Context: an optimization exercise on an open-source flow, tuned for small area, a short achievable clock period and few clock cycles per item. The choices shown serve that exercise and are no tape-out recipe.
RTL that was checked went through simulation tests only; none was proved equivalent to the original.
Power figures rest on the tool's default switching activity, not on a simulated workload.

==> job 6389: inputs <==
==> flow/design.v (excerpt) <==
module uv_sphere_index_generator (
    input  logic         clk,
    input  logic         rst_n,
    input  logic         cfg_write,
    input  logic         cfg_index,
    input  logic [8:0]   cfg_data,
    input  logic         in_valid,
    output logic         in_ready,
    input  logic         restart,
    output logic         out_valid,
    input  logic         out_ready,
    output logic [15:0]  first_index,
    output logic [15:0]  second_index,
    output logic [15:0]  third_index,
    output logic         last_triangle
);
export LEC_CHECK = 0
export CAP_MARGIN = 20
export CORE_MARGIN = 2
export CORE_UTILIZATION = 40
export SETUP_SLACK_MARGIN = 2.5
export SLEW_MARGIN = 20
create_clock -name core_clock -period 5.5 [get_ports {clk}]
run.sh (not shown) runs the stock make flow with config.mk's settings and CLKGATE_MAP_FILE= SYNTH_SCRIPT=/design/flow/synth_recipe.tcl, a recipe that flattens the netlist after the stock synthesis.
==> job 907 (differences from job 6389) <==
==> flow/design.v (replaced) <==
package uvsig_pkg;
    localparam int DIV_W = 9;
    localparam int CNT_W = 8;
    localparam int IDX_W = 16;
endpackage
module uvsig_calc (
    input  logic [15:0] r0,
    input  logic [15:0] r1,
    input  logic [7:0]  col,
    input  logic        a_r1,      
    input  logic        a_oe,      
    input  logic        a_ci,      
    input  logic        b_r0,      
    input  logic        b_r1,      
    input  logic        d_r0,      
    input  logic        d_r1,      
    input  logic        d_oe,      
    input  logic        d_ci,      
    output logic [15:0] first_index,
    output logic [15:0] second_index,
    output logic [15:0] third_index
);
    function automatic logic [15:0] add16_8(input logic [15:0] a, input logic [7:0] b, input logic ci);
        logic [7:0] p, g, gg, pp, gn, pn;
        logic [8:0] c;
        logic [7:0] hi, hinc;
        logic [7:0] run;
        begin
            p = a[7:0] ^ b;
            g = a[7:0] & b;
            gg = g;
            pp = p;
            gg[0] = g[0] | (p[0] & ci);
            pp[0] = 1'b0;
            for (int d = 1; d < 8; d = d * 2)
            begin
                gn = gg;
                pn = pp;
                for (int i = d; i < 8; i++)
                begin
                    gn[i] = gg[i] | (pp[i] & gg[i-d]);
                    pn[i] = pp[i] & pp[i-d];
                end
                gg = gn;
                pp = pn;
            end
            c[0] = ci;
            for (int i = 1; i < 9; i++)
                c[i] = gg[i-1];
            hi = a[15:8];
            run[0] = 1'b1;
            for (int i = 1; i < 8; i++)
                run[i] = run[i-1] & hi[i-1];
            for (int i = 0; i < 8; i++)
                hinc[i] = hi[i] ^ run[i];
            add16_8 = {c[8] ? hinc : hi, p ^ c[7:0]};
        end
    endfunction
    logic [15:0] a_base, b_base, d_base;
    assign a_base = a_r1 ? r1 : r0;
    assign b_base = (r0 & {16{b_r0}}) | (r1 & {16{b_r1}});
    assign d_base = (r0 & {16{d_r0}}) | (r1 & {16{d_r1}});
    assign first_index  = add16_8(a_base, col & {8{a_oe}}, a_ci);
    assign second_index = add16_8(b_base, col, 1'b0);
    assign third_index  = add16_8(d_base, col & {8{d_oe}}, d_ci);
endmodule
module uv_sphere_index_generator (
    input  logic         clk,
    input  logic         rst_n,
    input  logic         cfg_write,
    input  logic         cfg_index,
    input  logic [8:0]   cfg_data,
    input  logic         in_valid,
    output logic         in_ready,
    input  logic         restart,
    output logic         out_valid,
    input  logic         out_ready,
    output logic [15:0]  first_index,
    output logic [15:0]  second_index,
    output logic [15:0]  third_index,
    output logic         last_triangle
);
    logic [7:0] vm2, hm1;
    logic       lo3, hi256;
    logic [7:0] cfg_m1;
    logic       cap, wrp, half, wf;
    logic [7:0] band, col;
    logic [15:0] r0, r1;
    logic       ov, busy, stale;
    logic       mb;
    logic       a_r1, a_oe, a_ci, b_r0, b_r1, d_r0, d_r1, d_oe, d_ci;
    logic [3:0] step;
    assign lo3    = (cfg_data[8:2] == 7'd0);
    assign hi256  = cfg_data[8] && (cfg_data[7:0] != 8'd0);
    assign cfg_m1 = cfg_data[7:0] - 8'd1;
    always_ff @(posedge clk or negedge rst_n)
    begin
        if (!rst_n)
        begin
            vm2 <= 8'd1;
            hm1 <= 8'd2;
        end
        else if (cfg_write)
        begin
            if (cfg_index)
                hm1 <= lo3 ? 8'd2 : (hi256 ? 8'd255 : cfg_m1);
            else
                vm2 <= lo3 ? 8'd1 : (hi256 ? 8'd254 : cfg_m1 - 8'd1);
        end
    end
    logic acc, last;
    assign in_ready  = !busy && (!ov || out_ready);
    assign acc       = in_valid && in_ready;
    assign last      = wrp && half;
    assign out_valid = ov;
    logic [8:0] col_inc, band_inc;
    logic       cge, cap_end, band_end, natural;
    assign col_inc  = {1'b0, col} + 9'd1;
    assign band_inc = {1'b0, band} + 9'd1;
    assign cge      = col >= hm1;
    assign cap_end  = col_inc >= {1'b0, hm1};
    assign band_end = band_inc >= {1'b0, vm2};
    assign natural  = band_inc[7:0] == vm2;
    logic       n_cap, n_wrp, n_half;
    logic [7:0] n_band, n_col;
    logic       n_start, n_step, n_fix, upd;
    assign upd = acc || (cfg_write && !stale);
    always_comb
    begin
        n_cap   = cap;
        n_wrp   = wrp;
        n_half  = !half;
        n_band  = band;
        n_col   = col;
        n_start = 1'b0;
        n_step  = 1'b0;
        n_fix   = 1'b0;
        if ((in_valid && restart) || (last && !stale))
        begin
            n_start = 1'b1;
        end
        else if (stale)
        begin
            n_half = half;
            n_fix  = 1'b1;
            if (wrp)
                n_col = hm1;
        end
        else if (half)
        begin
            if (!cap)
            begin
                if (cge)
                begin
                    n_col  = 8'd0;
                    n_step = 1'b1;
                    if (band_end)
                    begin
                        n_band = 8'd0;
                        n_cap  = 1'b1;
                        if (!natural)
                            n_fix = 1'b1;
                    end
                    else
                    begin
                        n_band = band_inc[7:0];
                    end
                end
                else
                begin
                    n_col = col_inc[7:0];
                end
            end
            else
            begin
                if (cap_end)
                begin
                    n_col = hm1;
                    n_wrp = 1'b1;
                end
                else
                begin
                    n_col = col_inc[7:0];
                end
            end
        end
        else if (wrp)
        begin
            n_col = hm1;
        end
        if (n_start)
        begin
            n_cap  = 1'b0;
            n_wrp  = 1'b0;
            n_half = 1'b0;
            n_band = 8'd0;
            n_col  = 8'd0;
        end
    end
    logic [7:0]  mult;
    logic        mbit, horner, add_h;
    logic [15:0] add_a, add_s;
    assign mult   = cap ? vm2 : band;
    assign mbit   = mb;
    assign horner = busy && !step[3];
    assign add_h  = horner ? mbit : 1'b1;
    assign add_a  = horner ? {r1[14:0], 1'b0} : r1;
    assign add_s  = add_a + {8'd0, hm1 & {8{add_h}}} + {15'd0, add_h};
    always_ff @(posedge clk or negedge rst_n)
    begin
        if (!rst_n)
        begin
            cap   <= 1'b1;
            wrp   <= 1'b1;
            half  <= 1'b1;
            ov    <= 1'b0;
            busy  <= 1'b0;
            stale <= 1'b0;
            step  <= 4'd0;
        end
        else
        begin
            if (upd)
            begin
                cap   <= n_cap;
                wrp   <= n_wrp;
                half  <= n_half;
            end
            if (cfg_write)
                stale <= 1'b1;
            if (acc)
            begin
                ov    <= !n_fix;
                busy  <= n_fix;
                stale <= 1'b0;
                step  <= 4'd0;
            end
            else
            begin
                if (out_ready)
                    ov <= 1'b0;
                if (busy)
                begin
                    step <= step + 4'd1;
                    if (step[3])
                    begin
                        busy <= 1'b0;
                        ov   <= 1'b1;
                    end
                end
            end
        end
    end
    logic n_wf;
    assign n_wf = n_col >= hm1;
    always_ff @(posedge clk)
    begin
        if (acc)
            mb <= n_cap ? vm2[7] : n_band[7];
        else
            mb <= mult[3'd6 - step[2:0]];
        if (upd)
        begin
            a_r1 <= n_cap && !n_half;
            a_oe <= (!n_cap && !n_half) || (!(n_cap && !n_half) && !n_wf);
            a_ci <= n_half && !n_wf;
            b_r0 <= n_cap && n_half;
            b_r1 <= !n_cap;
            d_r0 <= !n_cap && !n_half;
            d_r1 <= n_half;
            d_oe <= !n_wf && !(n_cap && n_half);
            d_ci <= (n_cap && n_half) || !n_wf;
        end
        if (upd)
        begin
            band <= n_band;
            col  <= n_col;
            wf   <= n_wf;
            if (n_start)
            begin
                r0 <= 16'd0;
                r1 <= {7'd0, {1'b0, hm1} + 9'd1};
            end
            else if (n_fix)
            begin
                r1 <= 16'd0;
            end
            else if (n_step)
            begin
                r0 <= r1;
                r1 <= add_s;
            end
        end
        else if (busy)
        begin
            if (step[3])
                r0 <= r1;
            r1 <= add_s;
        end
    end
    assign last_triangle = last;
    uvsig_calc u_calc (
        .a_r1         (a_r1),
        .a_oe         (a_oe),
        .a_ci         (a_ci),
        .b_r0         (b_r0),
        .b_r1         (b_r1),
        .d_r0         (d_r0),
        .d_r1         (d_r1),
        .d_oe         (d_oe),
        .d_ci         (d_ci),
        .col          (col),
        .r0           (r0),
        .r1           (r1),
        .first_index  (first_index),
        .second_index (second_index),
        .third_index  (third_index)
    );
endmodule
--- a/flow/config.mk
+++ b/flow/config.mk
@@ -5,8 +5,8 @@
 export SDC_FILE = /design/flow/constraint.sdc
 export NUM_CORES = 4
 export LEC_CHECK = 0
 export CAP_MARGIN = 20
 export CORE_MARGIN = 2
 export CORE_UTILIZATION = 40
-export SETUP_SLACK_MARGIN = 2.5
+export SETUP_SLACK_MARGIN = 2.0
 export SLEW_MARGIN = 20
==> impl_metrics.csv <==
group,metric,value,unit
yosys,synthXorXnorAreaFrac,6.892,%
clock_tree,cts_made_buffers,9,
yosys,synth_simple_gate_area_share,15.67,%
timing,post-route-period-util,78.03,%
route,wire_per_inst,16.41,µm
worst_setup_path,crit_path_end_kind,"output port",
timing,fmax,233.0,MHz
status,status,"finished clean",
pwr,seqPwrFrac,18.7,%
final_layout,drive_gt1_share,27.07,%
yosys,netlist.area_leader.share,21.72,%
route,vias,6612,
floorplanning,start_util,40.62,%
placement,pre_cts_slack,0.9434,ns
yosys,synth_cells,831,
# the run above: job 907

==> impl_metrics.csv <==
group,metric,value,unit
yosys,synthXorXnorAreaFrac,5.405,%
timing,post-route-period-util,53.09,%
yosys,synth_cells,919,
clock_tree,cts_made_buffers,17,
route,vias,7256,
timing,max_slew_margin,47.35,%
route,wire_per_inst,17.18,µm
worst_setup_path,crit_path_end_kind,"register",
pwr,p_per_area,673.0,nW/µm²
pwr,leakage,0.004814,µW
timing,whs,0.5155,ns
floorplanning,start_util,40.40,%
status,status,"finished clean",
yosys,netlist.area_leader.share,35.14,%
placement,pre_cts_slack,1.572,ns
pwr,peakVddDrop,0.2916,mV
yosys,synth_simple_gate_area_share,16.40,%
final_layout,drive_gt1_share,15.08,%
# the run above: job 6389

Testbench counts of job 6389, summed over its fixed seeds: cycles 115,264, items 115,072.
For job 907, only the layout was checked, not whether the RTL still works.


==> inputs of 12-13 <==
uv_sphere_index_generator, a different RTL version from the one above (not shown whole).
==> flow/config.mk <==
export PLATFORM = sky130hd
export DESIGN_NAME = uv_sphere_index_generator
export DESIGN_NICKNAME = uv_sphere_index_generator
export VERILOG_FILES = /design/flow/design.v
export SDC_FILE = /design/flow/constraint.sdc
export NUM_CORES = 4
export LEC_CHECK = 0
export ABC_AREA = 1
export CAP_MARGIN = 20
export CORE_MARGIN = 2
export CORE_UTILIZATION = 40
export SETUP_SLACK_MARGIN = 3.4
export SLEW_MARGIN = 20
==> flow/constraint.sdc <==
create_clock -name core_clock -period 5.5 [get_ports {clk}]
set_input_delay 1.1000 -clock core_clock [delete_from_list [all_inputs] [get_ports {clk}]]
set_output_delay 1.1000 -clock core_clock [all_outputs]
set_load 0.01 [all_outputs]
standard.sh (not shown) runs the stock make flow with config.mk's settings and CLKGATE_MAP_FILE= SYNTH_SCRIPT=/design/flow/synth_recipe.tcl, a recipe that flattens the netlist after the stock synthesis.
==> flow/flow/run.sh <==
#!/bin/bash
# The standard layout, with two changes: the port buffers are plain buffers
# (sky130_fd_sc_hd__buf_2) rather than the cell buffer_ports picks by itself,
# and synthesis leaves adders to ABC instead of mapping them to full/half
# adder cells first (ADDER_MAP_FILE empty). Registers are unchanged.
set -euo pipefail
bash standard.sh finish "BUFFER_PORTS_ARGS=-buffer_cell sky130_fd_sc_hd__buf_2" "ADDER_MAP_FILE=" > flow_make.log 2>&1
==> 08-17 (differences from 12-13) <==
==> flow/design.v, changed modules only <==
module uv_sphere_index_generator (
    input  logic         clk,
    input  logic         rst_n,
    input  logic         cfg_write,
    input  logic         cfg_index,
    input  logic [8:0]   cfg_data,
    input  logic         in_valid,
    output logic         in_ready,
    input  logic         restart,
    output logic         out_valid,
    input  logic         out_ready,
    output logic [15:0]  first_index,
    output logic [15:0]  second_index,
    output logic [15:0]  third_index,
    output logic         last_triangle
);
    logic [7:0] vm3, hm1;
    logic       lo3, hi256;
    logic [7:0] cfg_m1;
    logic [8:0] hval;
    assign lo3    = (cfg_data[8:2] == 7'd0);
    assign hi256  = cfg_data[8] && (cfg_data[7:0] != 8'd0);
    assign cfg_m1 = cfg_data[7:0] - 8'd1;
    assign hval   = uvsig_pkg::inc8(hm1);
    always_ff @(posedge clk or negedge rst_n)
    begin
        if (!rst_n)
        begin
            vm3 <= 8'd0;
            hm1 <= 8'd2;
        end
        else if (cfg_write)
        begin
            if (cfg_index)
                hm1 <= lo3 ? 8'd2 : (hi256 ? 8'd255 : cfg_m1);
            else
                vm3 <= lo3 ? 8'd0 : (hi256 ? 8'd253 : cfg_data[7:0] - 8'd3);
        end
    end
    logic       ov, rq_v, sp, stale, busy, rdy;
    logic [3:0] step;
    logic       mb, hz;
    logic        cap, wrp, half, wf;
    logic        c1r;        
    logic [7:0]  band, col;
    logic [15:0] r0, r1;
    logic        a_r1, a_oe, a_ci, b_r0, d_r0, d_oe, d_ci;
    logic [15:0] oa, ob, od;
    logic        ol;
    logic src_v, rs, out_free, emit, wreset;
    assign in_ready = !rq_v;
    assign src_v    = rq_v || in_valid;
    assign rs       = (!rq_v && restart) || sp;
    assign out_free = !ov || out_ready;
    assign wreset   = src_v && rs;
    assign emit     = rdy && out_free && (rq_v || (in_valid && !restart));
    logic [8:0] col_inc, band_inc;
    logic       c1ge, c2ge, cge, band_end, natural, last;
    assign col_inc  = uvsig_pkg::inc8(col);
    assign band_inc = uvsig_pkg::inc8(band);
    assign c1ge     = col_inc >= {1'b0, hm1};
    assign cge      = col >= hm1;
    assign c2ge     = ({1'b0, col} + 9'd2) >= {1'b0, hm1};
    assign band_end = band >= vm3;
    assign natural  = band == vm3;
    assign last     = wrp && half;
    logic       n_cap, n_wrp, n_half, n_wf, n_c1;
    logic [7:0] n_band, n_col;
    logic       n_base0, n_step, n_bad;
    logic       fin, done, start_rc;
    assign fin      = busy && step[3];
    assign done     = fin && (step[0] || !cap);
    assign start_rc = stale && !busy && !sp;
    always_comb
    begin
        n_cap   = cap;
        n_wrp   = wrp;
        n_half  = !half;
        n_wf    = wf;
        n_c1    = c1r;
        n_band  = band;
        n_col   = col;
        n_base0 = 1'b0;
        n_step  = 1'b0;
        n_bad   = 1'b0;
        if (wreset)
        begin
            n_base0 = 1'b1;
            n_cap   = 1'b0;
            n_wrp   = 1'b0;
            n_half  = 1'b0;
            n_wf    = 1'b0;
            n_c1    = 1'b0;
            n_band  = 8'd0;
            n_col   = 8'd0;
        end
        else if (busy)
        begin
            n_half = half;
            n_wf   = wrp || cge;
            n_c1   = wrp || c1ge;
            if (wrp)
                n_col = hm1;
        end
        else if (last)
        begin
            n_base0 = 1'b1;
            n_cap   = 1'b0;
            n_wrp   = 1'b0;
            n_half  = 1'b0;
            n_wf    = 1'b0;
            n_c1    = 1'b0;
            n_band  = 8'd0;
            n_col   = 8'd0;
        end
        else if (half)
        begin
            if (!cap)
            begin
                if (wf)
                begin
                    n_col  = 8'd0;
                    n_wf   = 1'b0;
                    n_c1   = 1'b0;
                    n_step = 1'b1;
                    if (band_end)
                    begin
                        n_band = 8'd0;
                        n_cap  = 1'b1;
                        n_bad  = !natural;
                    end
                    else
                    begin
                        n_band = band_inc[7:0];
                    end
                end
                else
                begin
                    n_col = col_inc[7:0];
                    n_wf  = c1r;
                    n_c1  = c2ge;
                end
            end
            else
            begin
                if (c1r)
                begin
                    n_col = hm1;
                    n_wrp = 1'b1;
                    n_wf  = 1'b1;
                    n_c1  = 1'b1;
                end
                else
                begin
                    n_col = col_inc[7:0];
                    n_wf  = 1'b0;
                    n_c1  = c2ge;
                end
            end
        end
    end
    logic [7:0]  mult;
    logic        horner, add_h;
    logic [15:0] add_a, add_s;
    assign mult   = cap ? vm3 : band;
    assign horner = hz;
    assign add_h  = horner ? mb : 1'b1;
    assign add_a  = horner ? {r1[14:0], 1'b0} : r1;
    assign add_s  = uvsig_pkg::add16_8(add_a, hm1 & {8{add_h}}, add_h);
    logic sp_n, stale_n, busy_n;
    always_comb
    begin
        sp_n    = sp && !wreset;
        stale_n = stale;
        busy_n  = busy;
        if (cfg_write)
        begin
            stale_n = 1'b1;
            busy_n  = 1'b0;
        end
        else if (wreset)
        begin
            stale_n = 1'b0;
            busy_n  = 1'b0;
        end
        else if (emit)
        begin
            if (n_bad)
                stale_n = 1'b1;
        end
        else if (start_rc)
        begin
            busy_n = 1'b1;
        end
        else if (done)
        begin
            busy_n  = 1'b0;
            stale_n = 1'b0;
        end
    end
    always_ff @(posedge clk or negedge rst_n)
    begin
        if (!rst_n)
        begin
            ov    <= 1'b0;
            rq_v  <= 1'b0;
            sp    <= 1'b1;
            stale <= 1'b0;
            busy  <= 1'b0;
            rdy   <= 1'b0;
            hz    <= 1'b0;
            step  <= 4'd0;
        end
        else
        begin
            if (emit)
                ov <= 1'b1;
            else if (out_ready)
                ov <= 1'b0;
            if (rq_v)
                rq_v <= !emit;
            else
                rq_v <= in_valid && !emit;
            sp    <= sp_n;
            stale <= stale_n;
            busy  <= busy_n;
            rdy   <= !sp_n && !stale_n && !busy_n;
            hz <= busy_n && (start_rc || (step[2:0] != 3'd7 && !step[3]));
            if (start_rc)
                step <= 4'd0;
            else if (busy)
                step <= step + 4'd1;
        end
    end
    logic [15:0] t_a, t_b, t_d;
    uvsig_calc u_calc (
        .r0           (r0),
        .r1           (r1),
        .col          (col),
        .a_r1         (a_r1),
        .a_oe         (a_oe),
        .a_ci         (a_ci),
        .b_r0         (b_r0),
        .b_r1         (!cap),
        .d_r0         (d_r0),
        .d_r1         (half),
        .d_oe         (d_oe),
        .d_ci         (d_ci),
        .first_index  (t_a),
        .second_index (t_b),
        .third_index  (t_d)
    );
    always_ff @(posedge clk)
    begin
        if (emit)
        begin
            oa <= t_a;
            ob <= t_b;
            od <= t_d;
            ol <= last;
        end
        if (start_rc)
            mb <= mult[7];
        else
            mb <= mult[3'd6 - step[2:0]];
        if (emit || wreset || done)
        begin
            cap  <= n_cap;
            wrp  <= n_wrp;
            half <= n_half;
            band <= n_band;
            col  <= n_col;
            wf   <= n_wf;
            c1r  <= n_c1;
            a_r1 <= n_cap && !n_half;
            a_oe <= (!n_cap && !n_half) || (!(n_cap && !n_half) && !n_wf);
            a_ci <= n_half && !n_wf;
            b_r0 <= n_cap && n_half;
            d_r0 <= !n_cap && !n_half;
            d_oe <= !n_wf && !(n_cap && n_half);
            d_ci <= (n_cap && n_half) || !n_wf;
        end
        if (emit || wreset)
        begin
            if (n_base0)
            begin
                r0 <= 16'd0;
                r1 <= {7'd0, hval};
            end
            else if (n_step)
            begin
                r0 <= r1;
                r1 <= add_s;
            end
        end
        else if (start_rc)
        begin
            r1 <= 16'd0;
        end
        else if (busy)
        begin
            if (step[3])
                r0 <= r1;
            r1 <= add_s;
        end
    end
    assign out_valid     = ov;
    assign first_index   = oa;
    assign second_index  = ob;
    assign third_index   = od;
    assign last_triangle = ol;
endmodule
CTS_BUF_LIST = sky130_fd_sc_hd__clkbuf_8   (was unset)
GPL_ROUTABILITY_DRIVEN = 0   (was unset)
PLACE_DENSITY = 0.85   (was unset)
SETUP_SLACK_MARGIN = 3.2   (was 3.4)
==> 11-24 (differences from 12-13) <==
==> flow/design.v, changed modules only <==
module uv_sphere_index_generator (
    input  logic         clk,
    input  logic         rst_n,
    input  logic         cfg_write,
    input  logic         cfg_index,
    input  logic [8:0]   cfg_data,
    input  logic         in_valid,
    output logic         in_ready,
    input  logic         restart,
    output logic         out_valid,
    input  logic         out_ready,
    output logic [15:0]  first_index,
    output logic [15:0]  second_index,
    output logic [15:0]  third_index,
    output logic         last_triangle
);
    logic [7:0] vm3, hm1;
    logic       lo3, hi256;
    logic [7:0] cfg_m1;
    logic [8:0] hval;
    assign lo3    = (cfg_data[8:2] == 7'd0);
    assign hi256  = cfg_data[8] && (cfg_data[7:0] != 8'd0);
    assign cfg_m1 = cfg_data[7:0] - 8'd1;
    assign hval   = uvsig_pkg::inc8(hm1);
    always_ff @(posedge clk or negedge rst_n)
    begin
        if (!rst_n)
        begin
            vm3 <= 8'd0;
            hm1 <= 8'd2;
        end
        else if (cfg_write)
        begin
            if (cfg_index)
                hm1 <= lo3 ? 8'd2 : (hi256 ? 8'd255 : cfg_m1);
            else
                vm3 <= lo3 ? 8'd0 : (hi256 ? 8'd253 : cfg_data[7:0] - 8'd3);
        end
    end
    logic       ov, rq_v, rq_rs, sp, stale, busy, rdy;
    logic [3:0] step;
    logic       mb, hz;
    logic        cap, wrp, half, wf;
    logic        c1r;        
    logic [7:0]  band, col;
    logic [15:0] r0, r1;
    logic        a_r1, a_oe, a_ci, b_r0, d_r0, d_oe, d_ci;
    logic [15:0] oa, ob, od;
    logic        ol;
    logic out_free, emit, wreset;
    assign in_ready = !rq_v;
    assign out_free = !ov || out_ready;
    assign wreset   = rq_v && rq_rs;
    assign emit     = rdy && out_free && (rq_v ? !rq_rs : (in_valid && !restart));
    logic [8:0] col_inc, band_inc;
    logic       c1ge, c2ge, cge, band_end, natural, last;
    assign col_inc  = uvsig_pkg::inc8(col);
    assign band_inc = uvsig_pkg::inc8(band);
    assign c1ge     = col_inc >= {1'b0, hm1};
    assign cge      = col >= hm1;
    assign c2ge     = ({1'b0, col} + 9'd2) >= {1'b0, hm1};
    assign band_end = band >= vm3;
    assign natural  = band == vm3;
    assign last     = wrp && half;
    logic       n_cap, n_wrp, n_half, n_wf, n_c1;
    logic [7:0] n_band, n_col;
    logic       n_base0, n_step, n_bad;
    logic       fin, done, start_rc;
    assign fin      = busy && step[3];
    assign done     = fin && (step[0] || !cap);
    assign start_rc = stale && !busy && !sp;
    always_comb
    begin
        n_cap   = cap;
        n_wrp   = wrp;
        n_half  = !half;
        n_wf    = wf;
        n_c1    = c1r;
        n_band  = band;
        n_col   = col;
        n_base0 = 1'b0;
        n_step  = 1'b0;
        n_bad   = 1'b0;
        if (wreset)
        begin
            n_base0 = 1'b1;
            n_cap   = 1'b0;
            n_wrp   = 1'b0;
            n_half  = 1'b0;
            n_wf    = 1'b0;
            n_c1    = 1'b0;
            n_band  = 8'd0;
            n_col   = 8'd0;
        end
        else if (busy)
        begin
            n_half = half;
            n_wf   = wrp || cge;
            n_c1   = wrp || c1ge;
            if (wrp)
                n_col = hm1;
        end
        else if (last)
        begin
            n_base0 = 1'b1;
            n_cap   = 1'b0;
            n_wrp   = 1'b0;
            n_half  = 1'b0;
            n_wf    = 1'b0;
            n_c1    = 1'b0;
            n_band  = 8'd0;
            n_col   = 8'd0;
        end
        else if (half)
        begin
            if (!cap)
            begin
                if (wf)
                begin
                    n_col  = 8'd0;
                    n_wf   = 1'b0;
                    n_c1   = 1'b0;
                    n_step = 1'b1;
                    if (band_end)
                    begin
                        n_band = 8'd0;
                        n_cap  = 1'b1;
                        n_bad  = !natural;
                    end
                    else
                    begin
                        n_band = band_inc[7:0];
                    end
                end
                else
                begin
                    n_col = col_inc[7:0];
                    n_wf  = c1r;
                    n_c1  = c2ge;
                end
            end
            else
            begin
                if (c1r)
                begin
                    n_col = hm1;
                    n_wrp = 1'b1;
                    n_wf  = 1'b1;
                    n_c1  = 1'b1;
                end
                else
                begin
                    n_col = col_inc[7:0];
                    n_wf  = 1'b0;
                    n_c1  = c2ge;
                end
            end
        end
    end
    logic [7:0]  mult;
    logic        horner, add_h;
    logic [15:0] add_a, add_s;
    assign mult   = cap ? vm3 : band;
    assign horner = hz;
    assign add_h  = horner ? mb : 1'b1;
    assign add_a  = horner ? {r1[14:0], 1'b0} : r1;
    assign add_s  = uvsig_pkg::add16_8(add_a, hm1 & {8{add_h}}, add_h);
    logic sp_n, stale_n, busy_n;
    always_comb
    begin
        sp_n    = sp && !wreset;
        stale_n = stale;
        busy_n  = busy;
        if (cfg_write)
        begin
            stale_n = 1'b1;
            busy_n  = 1'b0;
        end
        else if (wreset)
        begin
            stale_n = 1'b0;
            busy_n  = 1'b0;
        end
        else if (emit)
        begin
            if (n_bad)
                stale_n = 1'b1;
        end
        else if (start_rc)
        begin
            busy_n = 1'b1;
        end
        else if (done)
        begin
            busy_n  = 1'b0;
            stale_n = 1'b0;
        end
    end
    always_ff @(posedge clk or negedge rst_n)
    begin
        if (!rst_n)
        begin
            ov    <= 1'b0;
            rq_v  <= 1'b0;
            sp    <= 1'b1;
            stale <= 1'b0;
            busy  <= 1'b0;
            rdy   <= 1'b0;
            hz    <= 1'b0;
            step  <= 4'd0;
        end
        else
        begin
            if (emit)
                ov <= 1'b1;
            else if (out_ready)
                ov <= 1'b0;
            if (rq_v)
                rq_v <= !emit;
            else
                rq_v <= in_valid && !emit;
            sp    <= sp_n;
            stale <= stale_n;
            busy  <= busy_n;
            rdy   <= !sp_n && !stale_n && !busy_n;
            hz <= busy_n && (start_rc || (step[2:0] != 3'd7 && !step[3]));
            if (start_rc)
                step <= 4'd0;
            else if (busy)
                step <= step + 4'd1;
        end
    end
    logic [15:0] t_a, t_b, t_d;
    uvsig_calc u_calc (
        .r0           (r0),
        .r1           (r1),
        .col          (col),
        .a_r1         (a_r1),
        .a_oe         (a_oe),
        .a_ci         (a_ci),
        .b_r0         (b_r0),
        .b_r1         (!cap),
        .d_r0         (d_r0),
        .d_r1         (half),
        .d_oe         (d_oe),
        .d_ci         (d_ci),
        .first_index  (t_a),
        .second_index (t_b),
        .third_index  (t_d)
    );
    always_ff @(posedge clk)
    begin
        if (!rq_v)
            rq_rs <= restart || sp;
        else if (wreset)
            rq_rs <= 1'b0;
        if (emit)
        begin
            oa <= t_a;
            ob <= t_b;
            od <= t_d;
            ol <= last;
        end
        if (start_rc)
            mb <= mult[7];
        else
            mb <= mult[3'd6 - step[2:0]];
        if (emit || wreset || done)
        begin
            cap  <= n_cap;
            wrp  <= n_wrp;
            half <= n_half;
            band <= n_band;
            col  <= n_col;
            wf   <= n_wf;
            c1r  <= n_c1;
            a_r1 <= n_cap && !n_half;
            a_oe <= (!n_cap && !n_half) || (!(n_cap && !n_half) && !n_wf);
            a_ci <= n_half && !n_wf;
            b_r0 <= n_cap && n_half;
            d_r0 <= !n_cap && !n_half;
            d_oe <= !n_wf && !(n_cap && n_half);
            d_ci <= (n_cap && n_half) || !n_wf;
        end
        if (emit || wreset)
        begin
            if (n_base0)
            begin
                r0 <= 16'd0;
                r1 <= {7'd0, hval};
            end
            else if (n_step)
            begin
                r0 <= r1;
                r1 <= add_s;
            end
        end
        else if (start_rc)
        begin
            r1 <= 16'd0;
        end
        else if (busy)
        begin
            if (step[3])
                r0 <= r1;
            r1 <= add_s;
        end
    end
    assign out_valid     = ov;
    assign first_index   = oa;
    assign second_index  = ob;
    assign third_index   = od;
    assign last_triangle = ol;
endmodule
SETUP_SLACK_MARGIN = 3.0   (was 3.4)
==> qor summary <==
	08-17	11-24	12-13
Global Route met1 Usage	0.251	0.268	0.284
Category of the most critical setup path	register to register	input pin to register	register to register
Run status	complete, no violations	complete, no violations	complete, no violations
Startpoint of the lowest-slack hold path	step[2]	sp	vm3[1]
Instance count after placement with tap cells included	1689	1666	1546
Switching part of the total power	0.352	0.485	0.352
Cell variety after synth	52	56	55
Syn nets	1349	1325	1244
Vias in the first global route	8618	7890	8722
Num rows	56	57	55
Final routed wirelength across all metal layers	26100 um	25000 um	31700 um
Seq power	1.27 mW	2.34 mW	1.26 mW
Clock group total power	0.864 mW	1.22 mW	1.18 mW
Pint	1.89 mW	4.41 mW	2.32 mW
Unrepaired setup endpoints after global routing	false	true	true
Number of enable flip-flop cells after synthesis	109	110	108
Worst setup path startpoint	a_r1	restart	half
Layout cell share with drive strength beyond 1	0.177	0.163	0.407
Placer congestion estimate	-	0.901	0.915
Share of the synthesized area in the top cell type	0.341	0.338	0.351
Testbench counts of 12-13, summed over its fixed seeds: cycles 115,328, items 115,072.
Testbench counts of 08-17, summed over its fixed seeds: cycles 115,328, items 115,072.
Function not checked in 11-24: the RTL went through the layout flow alone.

-- static timing again, ports no longer ideal --
In the flow no input, the clock included, has a driving cell. The finished layouts below were timed again as built, in two steps.
Step 1, drivers: a clkbuf_16 drives clk and a buf_2 each remaining input, both assumed.
Step 2 also shifts input and output timing later by t, the mid clock arrival at the registers, as if the neighbouring blocks saw the same clock.
Three values: no drivers, after step 1, after step 2; two values: the first two.
run | t, ns | slack for setup (ns) | hold WS [ns] | worst setup path after step 2 | slew at the worst register clock pin (ns)
job 6389 | 0.469 | 2.580 / 2.602 / 2.133 | 0.515 / 0.516 / 0.516 | input to register | 0.06 / 0.06
job 907 | 0.385 | 1.208 / 1.169 / 1.282 | 0.514 / 0.514 / 0.514 | input to register | 0.07 / 0.07
12-13 | 0.474 | 3.125 / 3.125 / 2.761 | 0.531 / 0.531 / 0.531 | input to register | 0.07 / 0.07
08-17 | 0.499 | 3.259 / 3.259 / 2.800 | 0.575 / 0.575 / 0.575 | input to register | 0.10 / 0.10
11-24 | 0.468 | 3.098 / 3.124 / 2.656 | 0.543 / 0.543 / 0.543 | input to register | 0.07 / 0.07
After both steps setup and hold are still met in every run listed. The setup slack of 08-17, which loses most, moves by 0.000 ns with the drivers and by -0.459 ns with both steps.
